From an optimization exercise on the open Yosys and OpenROAD flow, aimed at small area, a short achievable clock period and few clock cycles; shortcuts taken in it are not production practice.
Only the layout flow was run in this run; the RTL was not checked for function there.
Power figures rest on the tool's default switching activity, not on a simulated workload.

`flow/design.v`:
```
`default_nettype none
package mips_isa_pkg;
	typedef logic [31:0] instr_t;
	typedef logic [5:0]  opcode_t;
	typedef logic [5:0]  funct_t;
	typedef logic [4:0]  shamt_t;
	typedef logic [15:0] imm_t;
	localparam int OPC_LSB   = 26;
	localparam int RS_LSB    = 21;
	localparam int RT_LSB    = 16;
	localparam int RD_LSB    = 11;
	localparam int SHAMT_LSB = 6;
	localparam int FUNCT_LSB = 0;
	localparam int IMM_LSB   = 0;
	localparam opcode_t OPC_SPECIAL = 6'h00;  
	localparam opcode_t OPC_ADDI    = 6'h08;
	localparam funct_t FN_SLL  = 6'h00;
	localparam funct_t FN_SRL  = 6'h02;
	localparam funct_t FN_SRA  = 6'h03;
	localparam funct_t FN_ADD  = 6'h20;
	localparam funct_t FN_ADDU = 6'h21;
	localparam funct_t FN_SUB  = 6'h22;
	localparam funct_t FN_SUBU = 6'h23;
	localparam funct_t FN_AND  = 6'h24;
	localparam funct_t FN_OR   = 6'h25;
	localparam funct_t FN_XOR  = 6'h26;
	localparam funct_t FN_NOR  = 6'h27;
	localparam funct_t FN_SLT  = 6'h2A;
	typedef enum logic [3:0] {
		OP_SLL,
		OP_SRL,
		OP_SRA,
		OP_ADD,
		OP_SUB,
		OP_AND,
		OP_OR,
		OP_XOR,
		OP_NOR,
		OP_SLT,
		OP_NONE
	} alu_op_t;
endpackage
`default_nettype wire
`default_nettype none
package mips_exec_pkg;
	typedef logic [31:0] word_t;
	typedef logic [4:0]  reg_idx_t;
	localparam reg_idx_t REG_ZERO = 5'd0;  
	localparam int       NUM_REGS = 32;
	typedef enum logic [1:0] {
		EX_IDLE,
		EX_FETCH,  
		EX_EXEC,   
		EX_WRITE   
	} exec_state_t;
endpackage
`default_nettype wire
`timescale 1ns/1ns
`default_nettype none
module mips_regfile
(
	input  wire      clk,
	input  wire      reset,
	input  mips_exec_pkg::reg_idx_t rd_addr_a,
	input  mips_exec_pkg::reg_idx_t rd_addr_b,
	output mips_exec_pkg::word_t    rd_data_a,
	output mips_exec_pkg::word_t    rd_data_b,
	input  wire      wr_en,
	input  mips_exec_pkg::reg_idx_t wr_addr,
	input  mips_exec_pkg::word_t    wr_data
);
	mips_exec_pkg::word_t regs [1:mips_exec_pkg::NUM_REGS-1];
	always_ff @(posedge clk)
	begin
		if (reset)
		begin
			for (int i = 1; i < mips_exec_pkg::NUM_REGS; i++)
				regs[i] <= '0;
		end
		else if (wr_en && wr_addr != mips_exec_pkg::REG_ZERO)
		begin
			regs[wr_addr] <= wr_data;
		end
	end
	always_comb
	begin
		if (rd_addr_a == mips_exec_pkg::REG_ZERO)
			rd_data_a = '0;
		else
			rd_data_a = regs[rd_addr_a];
	end
	always_comb
	begin
		if (rd_addr_b == mips_exec_pkg::REG_ZERO)
			rd_data_b = '0;
		else
			rd_data_b = regs[rd_addr_b];
	end
endmodule
`default_nettype wire
`timescale 1ns/1ns
`default_nettype none
module mips_alu
(
	input  mips_isa_pkg::alu_op_t op,
	input  mips_exec_pkg::word_t   a,
	input  mips_exec_pkg::word_t   b,
	input  mips_isa_pkg::shamt_t  shamt,
	output mips_exec_pkg::word_t   y
);
	logic signed [32-1:0] a_s;
	logic signed [32-1:0] b_s;
	assign a_s = a;
	assign b_s = b;
	always_comb
	begin
		case (op)
			mips_isa_pkg::OP_SLL: y = b << shamt;
			mips_isa_pkg::OP_SRL: y = b >> shamt;
			mips_isa_pkg::OP_SRA: y = b_s >>> shamt;  
			mips_isa_pkg::OP_ADD: y = a + b;
			mips_isa_pkg::OP_SUB: y = a - b;
			mips_isa_pkg::OP_AND: y = a & b;
			mips_isa_pkg::OP_OR:  y = a | b;
			mips_isa_pkg::OP_XOR: y = a ^ b;
			mips_isa_pkg::OP_NOR: y = ~(a | b);
			mips_isa_pkg::OP_SLT:
			begin
				if (a_s < b_s)
					y = 32'd1;
				else
					y = '0;
			end
			default: y = '0;  
		endcase
	end
endmodule
`default_nettype wire
`timescale 1ns/1ns
`default_nettype none
module instr_accept
(
	input  wire     clk,
	input  wire     reset,
	input  wire     dir,
	input  mips_isa_pkg::instr_t  data_in,
	input  wire     result_taken,
	output logic    ack_prev,
	output logic    instr_valid,
	output mips_isa_pkg::alu_op_t op,
	output mips_exec_pkg::reg_idx_t rs,
	output mips_exec_pkg::reg_idx_t rt,
	output mips_exec_pkg::reg_idx_t rd_sel,
	output mips_isa_pkg::imm_t    imm,
	output mips_isa_pkg::shamt_t  shamt,
	output logic    use_imm,
	output logic    write_en
);
	logic     busy;
	mips_isa_pkg::opcode_t  opcode;
	mips_isa_pkg::funct_t   funct;
	mips_isa_pkg::alu_op_t  dec_op;
	logic     dec_use_imm;
	logic     dec_write_en;
	assign opcode = data_in[mips_isa_pkg::OPC_LSB +: 6];
	assign funct  = data_in[mips_isa_pkg::FUNCT_LSB +: 6];
	assign instr_valid = dir && !busy;
	always_comb
	begin
		dec_op       = mips_isa_pkg::OP_NONE;
		dec_use_imm  = 1'b0;
		dec_write_en = 1'b0;
		if (opcode == mips_isa_pkg::OPC_SPECIAL)
		begin
			dec_write_en = 1'b1;
			case (funct)
				mips_isa_pkg::FN_SLL:  dec_op = mips_isa_pkg::OP_SLL;
				mips_isa_pkg::FN_SRL:  dec_op = mips_isa_pkg::OP_SRL;
				mips_isa_pkg::FN_SRA:  dec_op = mips_isa_pkg::OP_SRA;
				mips_isa_pkg::FN_ADD, mips_isa_pkg::FN_ADDU: dec_op = mips_isa_pkg::OP_ADD;
				mips_isa_pkg::FN_SUB, mips_isa_pkg::FN_SUBU: dec_op = mips_isa_pkg::OP_SUB;
				mips_isa_pkg::FN_AND:  dec_op = mips_isa_pkg::OP_AND;
				mips_isa_pkg::FN_OR:   dec_op = mips_isa_pkg::OP_OR;
				mips_isa_pkg::FN_XOR:  dec_op = mips_isa_pkg::OP_XOR;
				mips_isa_pkg::FN_NOR:  dec_op = mips_isa_pkg::OP_NOR;
				mips_isa_pkg::FN_SLT:  dec_op = mips_isa_pkg::OP_SLT;
				default:
				begin
					dec_op       = mips_isa_pkg::OP_NONE;
					dec_write_en = 1'b0;  
				end
			endcase
		end
		else if (opcode == mips_isa_pkg::OPC_ADDI)
		begin
			dec_op       = mips_isa_pkg::OP_ADD;
			dec_use_imm  = 1'b1;
			dec_write_en = 1'b1;
		end
	end
	always_ff @(posedge clk)
	begin
		if (reset)
		begin
			busy     <= 1'b0;
			ack_prev <= 1'b0;
		end
		else
		begin
			ack_prev <= instr_valid;  
			if (instr_valid)
				busy <= 1'b1;
			else if (result_taken)
				busy <= 1'b0;
		end
	end
	always_ff @(posedge clk)
	begin
		if (instr_valid)
		begin
			op       <= dec_op;
			rs       <= data_in[mips_isa_pkg::RS_LSB +: 5];
			rt       <= data_in[mips_isa_pkg::RT_LSB +: 5];
			rd_sel   <= dec_use_imm ? data_in[mips_isa_pkg::RT_LSB +: 5]
			                        : data_in[mips_isa_pkg::RD_LSB +: 5];
			imm      <= data_in[mips_isa_pkg::IMM_LSB +: 16];
			shamt    <= data_in[mips_isa_pkg::SHAMT_LSB +: 5];
			use_imm  <= dec_use_imm;
			write_en <= dec_write_en;
		end
	end
endmodule
`default_nettype wire
`timescale 1ns/1ns
`default_nettype none
module exec_core
(
	input  wire      clk,
	input  wire      reset,
	input  wire      instr_valid,
	input  mips_isa_pkg::alu_op_t  op,
	input  mips_exec_pkg::reg_idx_t rs,
	input  mips_exec_pkg::reg_idx_t rt,
	input  mips_exec_pkg::reg_idx_t rd_sel,
	input  mips_isa_pkg::imm_t     imm,
	input  mips_isa_pkg::shamt_t   shamt,
	input  wire      use_imm,
	input  wire      write_en,
	output logic     result_valid,
	output mips_exec_pkg::word_t    result
);
	mips_exec_pkg::exec_state_t state;
	mips_exec_pkg::word_t       s;
	mips_exec_pkg::word_t       t;
	mips_exec_pkg::word_t       d;
	mips_exec_pkg::word_t       rd_data_a;
	mips_exec_pkg::word_t       rd_data_b;
	mips_exec_pkg::word_t       imm_ext;
	mips_exec_pkg::word_t       alu_y;
	assign imm_ext = {{(32-16){imm[16-1]}}, imm};
	mips_regfile u_regfile (
		.clk       (clk),
		.reset     (reset),
		.rd_addr_a (rs),
		.rd_addr_b (rt),
		.rd_data_a (rd_data_a),
		.rd_data_b (rd_data_b),
		.wr_en     (state == mips_exec_pkg::EX_WRITE && write_en),
		.wr_addr   (rd_sel),
		.wr_data   (d)
	);
	mips_alu u_alu (
		.op    (op),
		.a     (s),
		.b     (t),
		.shamt (shamt),
		.y     (alu_y)
	);
	always_ff @(posedge clk)
	begin
		if (reset)
			state <= mips_exec_pkg::EX_IDLE;
		else
		begin
			case (state)
				mips_exec_pkg::EX_IDLE:  if (instr_valid) state <= mips_exec_pkg::EX_FETCH;
				mips_exec_pkg::EX_FETCH: state <= mips_exec_pkg::EX_EXEC;
				mips_exec_pkg::EX_EXEC:  state <= mips_exec_pkg::EX_WRITE;
				mips_exec_pkg::EX_WRITE: state <= mips_exec_pkg::EX_IDLE;
				default:  state <= mips_exec_pkg::EX_IDLE;
			endcase
		end
	end
	always_ff @(posedge clk)
	begin
		if (state == mips_exec_pkg::EX_FETCH)
		begin
			s <= rd_data_a;
			t <= use_imm ? imm_ext : rd_data_b;
		end
		if (state == mips_exec_pkg::EX_EXEC)
			d <= alu_y;
	end
	assign result_valid = (state == mips_exec_pkg::EX_WRITE);
	assign result       = d;
endmodule
`default_nettype wire
`timescale 1ns/1ns
`default_nettype none
module result_port
(
	input  wire   clk,
	input  wire   reset,
	input  wire   result_valid,
	input  mips_exec_pkg::word_t result,
	input  wire   ack_from_next,
	output logic  dor,
	output mips_exec_pkg::word_t data_out,
	output logic  result_taken
);
	assign result_taken = dor && ack_from_next;
	always_ff @(posedge clk)
	begin
		if (reset)
		begin
			dor      <= 1'b0;
			data_out <= '0;
		end
		else if (result_valid)
		begin
			dor      <= 1'b1;
			data_out <= result;
		end
		else if (result_taken)
		begin
			dor <= 1'b0;  
		end
	end
endmodule
`default_nettype wire
`timescale 1ns/1ns
`default_nettype none
module mips_decoder_top
(
	input  wire    clk,
	input  wire    reset,
	input  wire    dir,
	input  mips_isa_pkg::instr_t data_in,
	input  wire    ack_from_next,
	output logic   ack_prev,
	output logic   dor,
	output mips_exec_pkg::word_t  data_out
);
	logic     instr_valid;
	mips_isa_pkg::alu_op_t  op;
	mips_exec_pkg::reg_idx_t rs;
	mips_exec_pkg::reg_idx_t rt;
	mips_exec_pkg::reg_idx_t rd_sel;
	mips_isa_pkg::imm_t     imm;
	mips_isa_pkg::shamt_t   shamt;
	logic     use_imm;
	logic     write_en;
	logic     result_valid;
	mips_exec_pkg::word_t    result;
	logic     result_taken;
	instr_accept u_accept (
		.clk          (clk),
		.reset        (reset),
		.dir          (dir),
		.data_in      (data_in),
		.result_taken (result_taken),
		.ack_prev     (ack_prev),
		.instr_valid  (instr_valid),
		.op           (op),
		.rs           (rs),
		.rt           (rt),
		.rd_sel       (rd_sel),
		.imm          (imm),
		.shamt        (shamt),
		.use_imm      (use_imm),
		.write_en     (write_en)
	);
	exec_core u_core (
		.clk          (clk),
		.reset        (reset),
		.instr_valid  (instr_valid),
		.op           (op),
		.rs           (rs),
		.rt           (rt),
		.rd_sel       (rd_sel),
		.imm          (imm),
		.shamt        (shamt),
		.use_imm      (use_imm),
		.write_en     (write_en),
		.result_valid (result_valid),
		.result       (result)
	);
	result_port u_result (
		.clk           (clk),
		.reset         (reset),
		.result_valid  (result_valid),
		.result        (result),
		.ack_from_next (ack_from_next),
		.dor           (dor),
		.data_out      (data_out),
		.result_taken  (result_taken)
	);
endmodule
`default_nettype wire
```
`flow/run.sh`:
```
#!/bin/bash
# synth_recipe.tcl (not shown) runs the flow's synth.tcl, then flattens the netlist and writes it again
# the make line also repeats each setting of config.mk as NAME=value (left out here)
make -C /OpenROAD-flow-scripts/flow DESIGN_CONFIG=/design/flow/config.mk WORK_HOME=/design/flow/orfs CLKGATE_MAP_FILE= SYNTH_SCRIPT=/design/flow/synth_recipe.tcl finish
```
`flow/config.mk`:
```
export PLATFORM = sky130hd
export DESIGN_NAME = mips_decoder_top
export DESIGN_NICKNAME = mips_decoder_top
export VERILOG_FILES = /design/flow/design.v
export SDC_FILE = /design/flow/constraint.sdc
export NUM_CORES = 4
export LEC_CHECK = 0
export CAP_MARGIN = 20
export CORE_MARGIN = 2
export CORE_UTILIZATION = 40
export SLEW_MARGIN = 20
```
`flow/constraint.sdc`:
```
create_clock -name core_clock -period 7.0 [get_ports {clk}]
set_input_delay 1.4000 -clock core_clock [delete_from_list [all_inputs] [get_ports {clk}]]
set_output_delay 1.4000 -clock core_clock [all_outputs]
set_load 0.01 [all_outputs]
```
==> run_results.csv <==
group,metric,value,unit
outcome,status,"complete, no violations",
setup_path,cp-end-kind,"flip-flop",
synthesis,async_flop_share,0,%
clocking,cts_setup_buffers,0,
setup_path,path_buf_inv,1,
die,initial_utilization,40.16,%
cells_and_area,nets,5158,
placement,io_buffers,69,
job,maxCapViolCount,0,
clocking,htree_levels,4,
die,die_h,421.1,um
clocking,clk_latency,0.82,ns
routing,drtIter0Drc,7492,
setup_path,cpLargestDelayFamily,"multiplexers",
timing,worst_hold_slack,0.4710,ns
timing,timing.final.crit_share,62.15,%
timing,rsz0062_at_grt,"false",
synthesis,synth_ff_type,"edfxtp_1",
die,core,173200,um2
die,rows,153,
synthesis,syn_avg_cell_area,13.56,um2
synthesis,synth.area.mux_share,22.69,%
placement,dpl.hpwl,174400,um
min_path,min_path_type,"flip-flop to flip-flop",
synthesis,yosys_warnings,5,
power_and_ir_drop,powerDensity,290.3,nW/um2
timing,finalHoldViolations,0,
setup_path,timing.rr.start,"u_accept.shamt[1]",
setup_path,critPathArrivalTime,4.82,ns
clocking,clk_pin_slew,0.06,ns
cells_and_area,finalNonFillerCells,7441,
power_and_ir_drop,p_leak,0.02752,uW
routing,vias,47568,
synthesis,synth-edff-count,1157,
timing,tns,0,ns
cells_and_area,drive_above_1_share,20.61,%
grt,antenna_found_initial,27,
timing,setup_viol,0,
die,ios,70,
setup_path,cp_common_cell,"mux2i_1",
setup_path,cp.required,7.47,ns
routing,wl_per_cell,34.57,um
synthesis,ys_ff_latch,1199,
synthesis,synth_area_leaders,"edfxtp_1 50%, mux4_2 18%, and2_1 9.0%",
synthesis,synth_top_cell_by_area,"edfxtp_1",
timing,slew_viol_final,0,
setup_path,critical_path_class,"flip-flop to flip-flop",
timing,relSlewSlack,22.66,%
min_path,hold_path_depth,2,
timing,fin_ws,2.650,ns
cells_and_area,fill_cells,15448,
clocking,clock-sinks,1199,
cells_and_area,final_core_util,44.54,%
synthesis,ys_seq_area_share,51.15,%
power_and_ir_drop,vdd_drop_max,0.2592,mV
setup_path,crit_fanout,38,
timing,skew,0.05070,ns
routing,drc,0,
grt,track_usage,28.49,%
placement,dp_cells,7184,
placement,place_congestion,0.9721,
die,die_w,421.1,um
grt,grt_pass1_vias,45280,
synthesis,synth_top_family_by_area,"multiplexers",
clocking,cts_buffer_depth,3,
routing,viasPerCell,6.393,
routing,drt-pass1-iter-count,8,
synthesis,synth-simple-area-share,13.12,%
synthesis,synth_xor_area_share,0.03777,%
synthesis,netlist_area,69570,um2
clocking,post_cts_resize_count,0,
setup_path,cp-start-kind,"flip-flop",
placement,place_ws,2.649,ns
synthesis,synth_top_area_share,49.94,%
synthesis,synthAdderAreaFrac,2.180,%
clocking,cts_tree,"yes",
timing,fmax,0.2299,GHz
timing,fin_crit,4.350,ns
setup_path,r2r_slack,2.65,ns
routing,wl,257200,um
clocking,numCtsBuffers,140,
synthesis,synth_compound_area_share,7.296,%
cells_and_area,layout_common_cells,"1,157 x edfxtp_1, 999 x and2_1, 562 x mux4_2, 239 x mux2i_1, 204 x nor2_1",
grt,grt_pass1_wl,359300,um
cells_and_area,mostFrequentLayoutCell,"edfxtp_1",
synthesis,synth_cell_types,93,
cells_and_area,syn_to_final_growth,10.92,%
synthesis,syn_inst,5132,
timing,worst_pin_slew,1.151,ns
routing,ant_nets,0,
clocking,cts_root_buf,"clkbuf_16",
grt,grt_max_degree,98,
setup_path,reg2reg_to,"u_core.d[24]",
setup_path,crit_slowest_cell,"edfxtp_1",
setup_path,critical_path.cell_chain,"buf_4, mux2i_1, mux2i_1, mux4_2, a211oi_1, o211a_1, o21a_1, a31oi_1",
clocking,cts-hold-fix-buffers,0,
setup_path,max_stage_delay,0.99,ns
setup_path,reg2regPathDepth,8,
min_path,hp-start,"u_accept.rt[2]",
die,dieArea,177300,um2
grt,gr-total-overflow,0,
sequential cells by signal, summed over array words and instances (netlist names), 2 cells and up, named ones only:
name	flops
u_accept.imm	12
u_accept.op	4
u_accept.rd_sel	5
u_accept.rs	5
u_accept.rt	5
u_accept.shamt	4
u_core.d	32
u_core.s	32
u_core.state	2
u_core.t	32
u_core.u_regfile.regs	1024
u_result.data_out	32
per-stage QoR:
stage / cell area [um2] / power (uW)
final: 77170 / 22400
after global routing: 77160 / 23010
after CTS: 77120 / 22270
after detailed placement: 72650 / 15080
after global placement: 72600 / 15060
after floorplan: 69690 / 12530
synthesized netlist by cell type, types with 14 or more instances:
cell,count
nor3_1,52
buf_1,30
buf_2,82
or2_2,34
ha_1,118
dfxtp_1,42
a21o_1,19
o221ai_1,44
o21bai_1,14
o21ai_0,138
nand3_1,26
clkbuf_1,374
edfxtp_1,1157
o211ai_1,38
a21oi_1,126
o22ai_1,46
mux2i_1,239
and2_1,1000
a221oi_1,62
a211oi_1,50
nand2b_1,33
a31oi_1,16
a211o_1,22
inv_1,106
mux4_2,562
mux2_2,62
nor2_1,235
a221o_1,24
nand2_1,163
worst register-to-register path, cell delays in order (launching register included):
cell	delay [ns]
edfxtp_1	0.99
buf_4	0.64
mux2i_1	0.63
mux2i_1	0.24
mux4_2	0.56
a211oi_1	0.53
o211a_1	0.23
o21a_1	0.12
a31oi_1	0.08
final cells by class:
class | count | area (um2) | area share, %
Sequential cell | 1199 | 35600 | 46.13
Multi-Input combinational cell | 3359 | 31970 | 41.42
Clock buffer | 181 | 3800 | 4.924
Tap cell | 2325 | 2909 | 3.770
Timing Repair Buffer | 194 | 1802 | 2.335
Clock inverter | 67 | 668.1 | 0.8658
Inverter | 108 | 405.4 | 0.5253
Antenna cell | 8 | 20.02 | 0.02594
worst max path at each step:
stage,from,end,cells after the start
2_1_floorplan,reset,u_core.u_regfile.regs[12][0],5
3_3_place_gp,reset,u_core.u_regfile.regs[20][13],6
3_5_place_dp,reset,u_core.u_regfile.regs[9][5],6
4_1_cts,u_accept.shamt[1],u_core.d[24],8
5_1_grt,u_accept.shamt[1],u_core.d[26],9
6_report,u_accept.shamt[1],u_core.d[24],8
routing by layer:
metal,routed length (um),part of all wire [%],global-route usage [%]
met1,100500,39,39.34
met2,115000,45,42.76
met3,28400,11,7.031
met4,13230,5.1,12.32
met5,103,0.040,0
power by group:
| group | total, uW | internal (uW) | leakage, uW | switching [uW] |
|---|---|---|---|---|
| clock | 7270 | 4140 | 0.00217 | 3120 |
| sequential | 8980 | 8420 | 0.0121 | 551 |
| combinational | 6160 | 2040 | 0.0132 | 4120 |
logic make-up after synthesis:
| kind of cell | after synthesis |
|---|---|
| AOI/OAI and AO/OA | 719 |
| muxes | 865 |
| and+or+nand+nor | 1620 |
| other | 1 |
| DFF | 1199 |
| adders and majority gates | 120 |
| buffers and inverters | 605 |
| xor gates and xnor gates | 3 |

==> what the ideal ports hide <==
Ports are ideal in the flow. The routed layout listed here was re-timed in OpenROAD. Step 1 (the two cells are an assumption about what drives the block):
set clk [get_ports {clk}]
set_driving_cell -lib_cell sky130_fd_sc_hd__clkbuf_16 $clk
set_driving_cell -lib_cell sky130_fd_sc_hd__buf_2 [delete_from_list [all_inputs] $clk]
Step 2 moves the port delays by t, midway between the first and last clock arrival at a register: inputs arrive t later, outputs are due t later. That takes back most of the time a late clock gives input paths. Three values: ideal, step 1, step 2; two values: the first two.
t, ns: 0.873
setup slack, ns: 2.650 / 2.650 / 2.604
hold slack, ns: 0.471 / 0.471 / 0.471
worst setup path at the end: input to register
worst slew at a driven data input, ns: 0.07
After both steps this run still meets setup and hold. For this run, drivers alone change the setup slack by 0.000 ns; drivers and shift together by -0.046 ns.
